What follows belongs to an exercise in optimizing a design on an open flow for small area, a short achievable clock period and few clock cycles; a production flow would make more cautious choices.
Power and IR drop assume default switching activity.

// ppm_p6_top
module ppm_p6_top
(
    input  logic        clk,
    input  logic        rst_n,
    input  logic        in_valid,
    output logic        in_stall,
    input  logic [7:0]  in_byte,
    input  logic        in_eos,
    output logic        out_valid,
    input  logic        out_stall,
    output logic [2:0]  out_kind,
    output logic [7:0]  out_red,
    output logic [7:0]  out_green,
    output logic [7:0]  out_blue,
    output logic [15:0] out_column,
    output logic [15:0] out_row,
    output logic [15:0] out_width,
    output logic [15:0] out_height,
    output logic        out_last,
    input  logic        cfg_write,
    input  logic        cfg_index,
    input  logic [15:0] cfg_data
);
    ppm_p6_stream_decoder u_dec (
        .clk        (clk),
        .rst_n      (rst_n),
        .in_valid   (in_valid),
        .in_stall   (in_stall),
        .in_byte    (in_byte),
        .in_eos     (in_eos),
        .out_valid  (out_valid),
        .out_stall  (out_stall),
        .out_kind   (out_kind),
        .out_red    (out_red),
        .out_green  (out_green),
        .out_blue   (out_blue),
        .out_column (out_column),
        .out_row    (out_row),
        .out_width  (out_width),
        .out_height (out_height),
        .out_last   (out_last),
        .cfg_write  (cfg_write),
        .cfg_index  (cfg_index),
        .cfg_data   (cfg_data)
    );
  ...
Settings: LEC_CHECK=0, CAP_MARGIN=20, CORE_MARGIN=2, CORE_UTILIZATION=40, PLACE_DENSITY=0.6, SETUP_SLACK_MARGIN=2.8, SLEW_MARGIN=20; clock period 5.0 ns.
run.sh (not shown) runs the stock make flow with config.mk's settings and CLKGATE_MAP_FILE= SYNTH_SCRIPT=/design/flow/synth_recipe.tcl, a recipe that flattens the netlist after the stock synthesis.
==> next run, changes <==
--- a/flow/design.v
+++ b/flow/design.v
@@ -121,22 +121,24 @@
     assign fin  = (phase_reg == PH_FIN);
     assign t_char    = !eos && !ir_sep && (tokp || (skip && !comment_reg));
     assign t_first   = t_char && skip;
     assign t_sign    = t_first && (c == CHAR_MINUS || c == CHAR_PLUS);
     assign t_close   = !eos && tokp && ir_sep;
     assign c_start   = !eos && skip && !comment_reg && ir_hash;
     assign c_end     = !eos && skip && comment_reg && (c == CHAR_NL);
     assign acc_digit = t_char && !t_sign && !stop_reg && ir_digit;
     assign acc_clear = eos || t_close;
     assign hdr_close = t_close && (tok_reg == 2'd3);
     assign pix_out   = !eos && pixp && (comp_reg == 2'd2);
+    assign col_last = (col_reg + 16'd1 == width_reg);
+    assign row_last = (row_reg + 16'd1 == height_reg);
     logic [15:0] acc_mul;
     logic        acc_big;
     assign acc_mul = (col_reg << 3) + (col_reg << 1) + {12'd0, c[3:0]};
     assign acc_big = (col_reg > 16'd6553) || (col_reg == 16'd6553 && c[3:0] > 4'd5);
     logic        hdr_fmt;
     logic        hdr_size;
     logic        hdr_good;
     assign hdr_fmt  = (magic_reg != MAGIC_P6) || fmt_bad_reg || !digit_reg || neg_reg ||
                       ovf_reg || (col_reg != 16'd255);
     assign hdr_size = size_bad_reg || ir_wbad || ir_hbad;
     assign hdr_good = !hdr_fmt && !hdr_size;
@@ -224,40 +226,38 @@
     assign e_kind = s_v ? s_kind : r_kind;
     assign e_dbl  = s_v ? s_dbl  : r_dbl;
     assign e_rgb  = s_v ? s_rgb  : (ir_pix ? {red_reg, green_reg, c} : 24'd0);
     assign e_pix  = s_v ? s_pix  : ir_pix;
     assign e_hdr  = (e_kind == KIND_HEADER);
     assign adv    = o_free && (s_v ? s_pix : (pen && ir_pix));
     assign s_v_n  = (s_v || r_put) && !o_free;
     assign o_v_n  = o_free ? (s_v || r_put) : 1'b1;
     logic in_fire;
     logic ir_v_n;
     logic ns_d;
-    logic pix_d;
     assign in_fire = in_valid && !stall_reg;
     assign ir_v_n  = in_fire || (ir_v && !pen);
     assign ns_d    = in_fire ? ns_new : ir_ns;
-    assign pix_d   = in_fire ? pix_new : ir_pix;
     always_ff @(posedge clk or negedge rst_n)
     begin
         if (!rst_n)
         begin
             ir_v      <= 1'b0;
             stall_reg <= 1'b0;
             s_v       <= 1'b0;
             o_v       <= 1'b0;
         end
         else
         begin
             ir_v      <= ir_v_n;
-            stall_reg <= ir_v_n && ((ns_d && s_v_n) || (pix_d && s_v));
+            stall_reg <= ir_v_n && ns_d && s_v_n;
             s_v       <= s_v_n;
             o_v       <= o_v_n;
         end
     end
     always_ff @(posedge clk)
     begin
         if (!stall_reg)
         begin
             ir_b     <= in_byte;
             ir_eos   <= in_eos;
             ir_sep   <= in_sep;
@@ -378,24 +378,22 @@
     end
     always_ff @(posedge clk)
     begin
         if (pen && t_close && tok_reg == 2'd1)
             width_reg <= col_reg;
         if (pen && t_close && tok_reg == 2'd2)
             height_reg <= col_reg;
         if (pen && ((pixp && comp_reg == 2'd0) || (hdr_close && ir_hash)))
             red_reg <= c;
         if (pen && pixp && comp_reg == 2'd1)
             green_reg <= c;
-        col_last <= (col_reg + 16'd1 == width_reg);
-        row_last <= (row_reg + 16'd1 == height_reg);
         if (pen && hdr_close)
             row_reg <= 16'd0;
         else if (adv && col_last)
             row_reg <= row_reg + 16'd1;
     end
     assign in_stall   = stall_reg;
     assign out_valid  = o_v;
     assign out_kind   = o_kind;
     assign out_red    = o_rgb[23:16];
     assign out_green  = o_rgb[15:8];
     assign out_blue   = o_rgb[7:0];
Effect:
- The new run produced a clean layout
- hold slack loses 0.015 ns
- routed wire length grows by a few percent
- sequential cell count drops by 2
- final cell count went up slightly
- final area hardly moves
- worst setup slack loses 0.44 ns
- area after synthesis is about the same
- global-route usage came out higher by 0.80 points
- combinational power drops by a quarter to a third
- total power goes down by a few percent
No functional check of the RTL was part of any run of this note.

[port drivers added, routing unchanged]
No port has a modelled driver above. Below, the same layouts with a new extraction and two added sets of constraints. Step 1 sets driving cells, clkbuf_16 on the clock port and buf_2 on the other inputs (assumed; they add their load-dependent delay and slew). Step 2 moves the port delays by t, midway between the first and last clock arrival at a register: inputs arrive t later, outputs are due t later. That takes back most of the time a late clock gives input paths. a / b / c = ideal ports / drivers / drivers and shift; a / b = the first two.
run | shift t [ns] | slack for setup (ns) | hold slack, ns
the first run | 0.575 | 2.474 / 2.474 / 2.239 | 0.505 / 0.505 / 0.505
the second run | 0.620 | 2.036 / 2.036 / 1.740 | 0.491 / 0.491 / 0.491
After both steps setup and hold are still met in every run listed. The setup slack of the second run, which loses most, moves by 0.000 ns with the drivers and by -0.296 ns with both steps.
